Context: an optimization exercise on an open-source flow, tuned for small area, a short achievable clock period and few clock cycles per item. The choices shown serve that exercise and are no tape-out recipe.
In this exercise RTL edits were held to simulation tests only and were not proved equivalent to the original.
Power is estimated from default activity; no workload was simulated.

**config.mk**
```make
export PLATFORM = sky130hd
export DESIGN_NAME = pcie_dma_top
export DESIGN_NICKNAME = pcie_dma_top
export VERILOG_FILES = /design/flow/design.v
export SDC_FILE = /design/flow/constraint.sdc
export NUM_CORES = 4
export LEC_CHECK = 0
export CAP_MARGIN = 20
export CORE_MARGIN = 2
export CORE_UTILIZATION = 65
export CTS_CLUSTER_DIAMETER = 70
export CTS_CLUSTER_SIZE = 25
export SETUP_SLACK_MARGIN = 3.3
export SLEW_MARGIN = 20
```
**constraint.sdc**
```tcl
create_clock -name core_clock -period 5.5 [get_ports {clk}]
set_input_delay 1.1000 -clock core_clock [delete_from_list [all_inputs] [get_ports {clk}]]
set_output_delay 1.1000 -clock core_clock [all_outputs]
set_load 0.01 [all_outputs]
```
**design.v**
```verilog
`timescale 1ns/1ns
`default_nettype none
module pcie_dma_top #(
    parameter int FDEPTH = 3           
)(
    input  wire          clk,
    input  wire          i_rst_n,
    input  wire [7:0]    i_cfg_pbus_num,
    input  wire [4:0]    i_cfg_pbus_dev_num,
    input  wire          i_axis_master_tvld,
    output logic         o_axis_master_trdy,
    input  wire [127:0]  i_axis_master_tdata,
    input  wire [3:0]    i_axis_master_tkeep,
    input  wire          i_axis_master_tlast,
    input  wire          i_axis_slave_trdy,
    output logic         o_axis_slave_tvld,
    output logic [127:0] o_axis_slave_tdata,
    output logic         o_axis_slave_tlast
);
    localparam int CAP = FDEPTH + 1;               
    localparam int NW  = $clog2(CAP + 3);
    localparam int PW  = (FDEPTH > 1) ? $clog2(FDEPTH) : 1;
    localparam int HW  = 16 + 8 + 5 + 3 + 2;       
    localparam int QW  = 32 + HW;                  
    logic          trdy_q;
    logic          trdy_o;     
    logic [31:0]   d1;
    logic [HW-1:0] h1;         
    logic [3:0]    bw1;        
    logic [3:0]    wq1;        
    logic [15:0]   wl1;        
    logic [63:0]   oh1;        
    logic          rv1;        
    logic          disc;       
    logic [12:0]   cfg_q;
    wire accept = i_axis_master_tvld && trdy_q;
    wire len1   = (i_axis_master_tdata[9:0] == 10'd1);
    wire ok0    = accept && !disc && i_axis_master_tlast && len1;
    wire acc_rd = accept && !i_axis_master_tdata[30];
    assign o_axis_master_trdy = trdy_o;
    always_ff @(posedge clk)
    begin
        for (int w = 0; w < 64; w++)
            oh1[w] <= (i_axis_master_tdata[71:66] == 6'(w));
        h1    <= {i_axis_master_tdata[63:48], i_axis_master_tdata[47:40],
                  i_axis_master_tdata[70:66], i_axis_master_tdata[22:20],
                  i_axis_master_tdata[13:12]};
        cfg_q <= {i_cfg_pbus_num, i_cfg_pbus_dev_num};
    end
    always_ff @(posedge clk or negedge i_rst_n)
    begin
        if (!i_rst_n)
        begin
            disc <= 1'b0;
            rv1  <= 1'b0;
            d1   <= '0;
        end
        else
        begin
            if (accept)
                disc <= !i_axis_master_tlast;
            rv1 <= ok0 && (i_axis_master_tdata[31:24] == 8'h00);
            d1  <= i_axis_master_tdata[127:96];
        end
    end
    always_ff @(posedge clk or negedge i_rst_n)
    begin
        if (!i_rst_n)
        begin
            bw1 <= '1;
            wq1 <= '1;
            wl1 <= '1;
        end
        else
        begin
            bw1 <= (ok0 && (i_axis_master_tdata[31:24] == 8'h40)) ? i_axis_master_tdata[35:32] : 4'h0;
            for (int q = 0; q < 4; q++)
                wq1[q] <= (i_axis_master_tdata[71:70] == 2'(q));
            for (int l = 0; l < 16; l++)
                wl1[l] <= (i_axis_master_tdata[69:66] == 4'(l));
        end
    end
    logic [63:0][31:0] mem;
    logic [63:0][3:0]  wen;
    always_comb
    begin
        for (int w = 0; w < 64; w++)
            for (int b = 0; b < 4; b++)
                wen[w][b] = wq1[w / 16] && wl1[w % 16] && bw1[b];
    end
    always_ff @(posedge clk)
    begin
        for (int w = 0; w < 64; w++)
            for (int b = 0; b < 4; b++)
                if (wen[w][b])
                    mem[w][b*8 +: 8] <= d1[b*8 +: 8];
    end
    logic [31:0] rlo;
    logic [31:0] rhi;
    logic [31:0] rlo_d;
    logic [31:0] rhi_d;
    always_comb
    begin
        rlo_d = '0;
        rhi_d = '0;
        for (int w = 0; w < 32; w++)
        begin
            rlo_d = rlo_d | (mem[w]      & {32{oh1[w]}});
            rhi_d = rhi_d | (mem[w + 32] & {32{oh1[w + 32]}});
        end
    end
    always_ff @(posedge clk)
    begin
        rlo <= rlo_d;
        rhi <= rhi_d;
    end
    wire [31:0] r2 = rlo | rhi;
    logic          ov;
    logic          ov_o;           
    logic [QW-1:0] od;
    logic [HW-1:0] fh [FDEPTH];    
    logic [31:0]   fd [FDEPTH];    
    logic [PW-1:0] wp;
    logic [PW-1:0] rp;
    logic [NW-1:0] fc;
    logic          dv2;            
    logic [PW-1:0] ds;
    wire head_new  = dv2 && (fc == NW'(1));
    wire o_free    = !ov || i_axis_slave_trdy;
    wire f_pop     = o_free && (fc != '0);
    wire f_push    = rv1;
    wire pop       = ov && i_axis_slave_trdy;
    wire [NW-1:0] held  = NW'(ov) + NW'(fc) + NW'(rv1);
    wire          k_lo  = (held <= NW'(CAP - 2));
    wire          k_one = (held == NW'(CAP - 1));
    wire          k_top = (held == NW'(CAP));
    wire          room  = k_lo || (k_one && (pop || !acc_rd)) || (k_top && pop && !acc_rd);
    wire          pop_o   = ov_o && i_axis_slave_trdy;
    wire [NW-1:0] held_o  = NW'(ov_o) + NW'(fc) + NW'(rv1);
    wire          room_o  = (held_o <= NW'(CAP - 2))
                         || ((held_o == NW'(CAP - 1)) && (pop_o || !acc_rd))
                         || ((held_o == NW'(CAP)) && pop_o && !acc_rd);
    wire          f_pop_o = (!ov_o || i_axis_slave_trdy) && (fc != '0);
    always_ff @(posedge clk or negedge i_rst_n)
    begin
        if (!i_rst_n)
        begin
            trdy_q <= 1'b0;
            trdy_o <= 1'b0;
            ov     <= 1'b0;
            ov_o   <= 1'b0;
            wp     <= '0;
            rp     <= '0;
            fc     <= '0;
            dv2    <= 1'b0;
            ds     <= '0;
        end
        else
        begin
            trdy_q <= room;
            trdy_o <= room_o;
            ov     <= f_pop || (ov && !i_axis_slave_trdy);
            ov_o   <= f_pop_o || (ov_o && !i_axis_slave_trdy);
            dv2    <= f_push;
            if (f_push)
            begin
                ds <= wp;
                wp <= (wp == PW'(FDEPTH - 1)) ? '0 : wp + 1'b1;
            end
            if (f_pop)
                rp <= (rp == PW'(FDEPTH - 1)) ? '0 : rp + 1'b1;
            case ({f_push, f_pop})
                2'b10:   fc <= fc + 1'b1;
                2'b01:   fc <= fc - 1'b1;
                default: fc <= fc;
            endcase
        end
    end
    always_ff @(posedge clk)
    begin
        od <= ({QW{f_pop}} & {head_new ? r2 : fd[rp], fh[rp]})
            | ({QW{ov && !i_axis_slave_trdy}} & od);
        if (f_push)
            fh[wp] <= h1;
        if (dv2)
            fd[ds] <= r2;
    end
    always_comb
    begin
        o_axis_slave_tdata          = '0;
        o_axis_slave_tdata[127:96]  = od[QW-1 -: 32];           
        o_axis_slave_tdata[95:80]   = od[33:18];                
        o_axis_slave_tdata[79:72]   = od[17:10];                
        o_axis_slave_tdata[70:64]   = {od[9:5], 2'b00};         
        o_axis_slave_tdata[63:48]   = {cfg_q, 3'b000};          
        o_axis_slave_tdata[43:32]   = 12'd4;                    
        o_axis_slave_tdata[31:24]   = 8'h4a;                    
        o_axis_slave_tdata[22:20]   = od[4:2];                  
        o_axis_slave_tdata[13:12]   = od[1:0];                  
        o_axis_slave_tdata[9:0]     = 10'd1;                    
    end
    assign o_axis_slave_tvld  = ov_o;
    assign o_axis_slave_tlast = 1'b1;
endmodule
`default_nettype wire
```
**flow/run.sh**
```bash
#!/bin/bash
set -uo pipefail

RES=orfs/results/sky130hd/pcie_dma_top/base
REP=orfs/reports/sky130hd/pcie_dma_top/base

attempt() {
  local n=$1; shift
  bash standard.sh \
    "BUFFER_PORTS_ARGS=-buffer_cell sky130_fd_sc_hd__buf_2" \
    "CTS_ARGS=-sink_clustering_enable -repair_clock_nets -sink_clustering_size 25 -sink_clustering_max_diameter 70 -dont_use_dummy_load" \
    "$@" finish > standard_flow_$n.log 2>&1 || return 1
  [[ -f out/final.def ]] || return 1
  printf 'read_db %s/6_final.odb\nputs "BENCHFLOW antennas [check_antennas]"\n' $RES > check_$n.tcl
  openroad -no_init -exit check_$n.tcl > check_$n.log 2>&1 || return 1
  grep -q "^BENCHFLOW antennas 0$" check_$n.log || return 1
  # the detailed router's own violation report is empty when it left none
  [[ ! -s $REP/5_route_drc.rpt ]] || return 1
  return 0
}

if attempt 1; then
  exit 0
fi
mv orfs orfs_try1
rm -f out/final.def
attempt 2 CORE_UTILIZATION=58
```
**standard.sh**
```bash
#!/bin/bash
# synth_recipe.tcl (not shown) runs the flow's synth.tcl, then flattens the netlist and writes it again
# the make line also repeats each setting of config.mk as NAME=value (left out here)
make -C /OpenROAD-flow-scripts/flow DESIGN_CONFIG=/design/flow/config.mk WORK_HOME=/design/flow/orfs CLKGATE_MAP_FILE= SYNTH_SCRIPT=/design/flow/synth_recipe.tcl "${@:-finish}"
```
==> results by group <==
Clocking
  – Hold_buf cts: 0
  – Clock sinks: 2559
  – Root Buffer: clkbuf_16
  – Max H-tree Level: 4
  – CTS Buf Count: 139
  – CTS tree: built
  – Buffer depth of the longest clock path: 3
  – Clock transition at path regs: 0.09 ns
  – Worst-Skew Late Latency: 0.78 ns

Run status
  – Outcome: finished clean

Critical path
  – Crit path capture: o_axis_slave_tvld
  – Crit path max fanout: 2
  – Cell chain of the critical path: buf_2
  – Worst-case reg-to-reg path depth: 2
  – RR Startpoint: wq1[2]
  – Slowest-stage cell, CP: dfrtp_1
  – Worst setup SP type: flop
  – Worst Setup SP: ov_o
  – Crit path largest cell delay: 0.38 ns
  – CP endpoint kind: output port
  – Worst EP arrival: 1.27 ns
  – Reg-to-reg slack, setup: 3.26 ns
  – CP Buf/Inv Count: 1
  – Crit path depth: 1
  – Crit path max-delay family: flip-flops
  – Crit path required time: 4.40 ns
  – Reg2reg end: mem[1407]
  – Crit Path Category: flop to output port

STA
  – Rel. slew slack: 19.33%
  – Final Max Tran Viols: 0
  – Unrepaired setup endpoints after global routing: yes
  – Final setup vio count: 0
  – Final Skew: 0.06097 ns
  – Worst-Margin Slew: 1.210 ns
  – Max Freq: 421.9 MHz
  – Minimum clock period: 2.370 ns
  – Fin crit share: 43.09%
  – Setup_tns: 0 ns
  – Final Hold Viols: 0

Synth
  – Top cells by area, synth: edfxtp_1, a22oi_1, dfxtp_1
  – Mean post-synth cell area: 17.97 um2
  – Area leader, netlist: edfxtp_1
  – Post-synth cell types: 45
  – Sequential cell area fraction in the yosys report: 81.84%
  – Synthesized flop and latch total: 2559
  – Post-synth top area share: 74.49%
  – Cell Area, Synth: 90540 um2
  – Ys async rst share: 2.814%
  – Warnings from Yosys: 1
  – Cells after synthesis: 5039
  – Most used DFF post-synth: edfxtp_1
  – EDFF count, synth: 2246

Drt
  – DRT met1 WL: 95220 um
  – Initial DRC Count: 8528
  – DRC: 0
  – DR vias: 50730
  – WL met3: 34780 um
  – Vias per cell: 7.241
  – Final wirelength: 252900 um
  – DR top layer: met5
  – Met2 Wirelength: 114800 um
  – DRT Pass-1 Iters: 6
  – Antenna viol nets, final: 0
  – DR WL/cell: 36.10 um

GRT
  – Initial antenna violation count: 25
  – Vias in the first global route: 47340
  – GRT Residual Overflow: 0
  – First-pass GRT wire length: 350800 um
  – GRT Overall Usage: 35.42%
  – Pin count of the biggest net entering global routing: 68

Power and ir drop
  – Power Density: 357.1 nW/um2
  – Leak: 31.89 nW
  – Worst VDD drop: 0.3538 mV

Die
  – Die X-Extent: 377.2 um
  – Boundary Pins: 281
  – Die H: 377.2 um
  – Initial core utilization: 65.69%
  – Core Box Area: 137800 um2
  – Die ar.: 142300 um2
  – Row Count: 136

Placement
  – Hpwl dp: 148200 um
  – IO buf count: 187
  – Routability cong.: 0.8614

Job
  – Max-cap violations: 0

Hold path
  – HP Class: primary input to async pin

Cells and area
  – Area grow syn2layout: 8.016%
  – # fillers: 8663
  – Ratio of cells with drive above 1 in the final layout: 15.80%
  – NumNets Final: 5358
  – Post-layout util: 70.96%
-- cells in the mapped netlist, drive strengths merged (2+ instances only) --
cell type / instances
nor3b: 2
dfstp: 24
nand2: 88
nor3: 7
a22o: 34
dfxtp: 241
edfxtp: 2246
o221ai: 32
inv: 58
nand4: 258
dfrtp: 48
conb: 2
fa: 2
a22oi: 1024
buf: 73
nor2b: 6
nand2b: 3
xnor2: 4
mux2: 33
nor2: 105
nor4: 3
or3: 2
mux2i: 67
o21ai: 43
nand3: 6
ha: 7
and3: 257
clkbuf: 286
or4: 64
a21oi: 5
a21o: 2
-- cell families (layout without fill, tap and decap cells) --
| family | Yosys count | count (layout) | share of synthesized area [%] |
|---|---|---|---|
| AOI/OAI and AO/OA | 1140 | 1140 | 9.625 |
| DFF | 2559 | 2559 | 81.84 |
| xor gates and xnor gates | 5 | 5 | 0.04836 |
| other | 2 | 65 | 0.008294 |
| muxes | 100 | 100 | 1.151 |
| and+or+nand+nor | 807 | 810 | 5.132 |
| buffers and inverters | 417 | 524 | 2.053 |
| adders and majority gates | 9 | 9 | 0.1409 |
-- where the power goes --
group	switching, mW	total [mW]	internal (mW)
clock	5.60	10.1	4.51
sequential	0.537	22.1	21.5
combinational	1.49	2.74	1.25
-- placed cells by master, fill, tap and decap left out, drive strengths merged, types with 34 or more instances in the layout --
master,n
edfxtp,2246
a22oi,1024
buf,327
nand4,258
and3,257
dfxtp,241
clkbuf,139
nor2,106
nand2,88
mux2i,67
or4,64
inv,58
conb,50
dfrtp,48
o21ai,43
a22o,34
-- layer usage --
layer  up-vias  global-route usage, %
li1      20640                      -
met1     25870                  52.60
met2      3750                  53.06
met3       455                  8.577
met4        10                  10.47
met5         -                      0
-- stage by stage --
stage          setup WS (ns)  power (mW)  hold WS [ns]  std cells  instance area (um2)
3_3_place_gp           2.064       24.60        0.4229       6815                93180
2_1_floorplan          3.127       23.62        0.4210       5087                90750
6_report               3.130       34.93        0.3194       7006                97800
5_1_grt                3.059       35.88        0.3255       6998                97780
3_5_place_dp           2.061       24.65        0.4361       6815                93180
4_1_cts                3.081       34.92        0.2991       6985                97580
-- how the worst min path moves through the flow --
| stage | to | startpoint |
|---|---|---|
| after floorplan | fh[0][0] | h1[0] |
| after global placement | fh[1][32] | h1[32] |
| after detailed placement | fh[0][32] | h1[32] |
| after CTS | d1[23] | i_rst_n |
| after global routing | d1[23] | i_rst_n |
| final | d1[23] | i_rst_n |
-- repair_timing --
item,CTS,global route
pin swaps,2,0
gates cloned,3,0
setup endpoints to repair,1166,422
resized for setup,259,62
setup buffers,28,6
-- layout make-up --
type | count | area (um2) | share of cell area, %
Multi-Input combinational cell | 2114 | 15030 | 15.37
Tap cell | 1794 | 2245 | 2.295
Inverter | 58 | 217.7 | 0.2226
Clock buffer | 139 | 3478 | 3.557
Sequential cell | 2559 | 74320 | 75.99
Timing Repair Buffer | 327 | 2480 | 2.536
Antenna cell | 15 | 37.54 | 0.03838
-- state kept, by name (all words and copies together), names as in the netlist, 34 cells and up --
name	cells
mem	2048
fh	102
fd	96
od	66
oh1	64
h1	34
Testbench counts, summed over its fixed seeds: cycles 17,095, items 16,000.

[separate check: timing with driven ports]
Ports are ideal in the flow. The routed layout listed here was re-timed in OpenROAD. Step 1 (the two cells are an assumption about what drives the block):
set clk [get_ports {clk}]
set_driving_cell -lib_cell sky130_fd_sc_hd__clkbuf_16 $clk
set_driving_cell -lib_cell sky130_fd_sc_hd__buf_2 [delete_from_list [all_inputs] $clk]
Step 2 adds t to the input delays and takes it off the output delays; t is the mean of the earliest and latest rising clock arrival at the registers after step 1. Input paths then give back, and output paths get back, about the clock's delay inside the block. Slacks: ideal / step 1 / step 2; pairs: ideal / step 1.
t, ns: 0.836
setup slack, ns: 3.130 / 3.044 / 2.813
hold slack, ns: 0.319 / 0.258 / 0.441
worst data-port slew with drivers (ns): 0.17
cell pins on the clock port's net: 1
After both steps setup and hold are still met in this run. For this run, drivers alone change the setup slack by -0.086 ns; drivers and shift together by -0.317 ns.
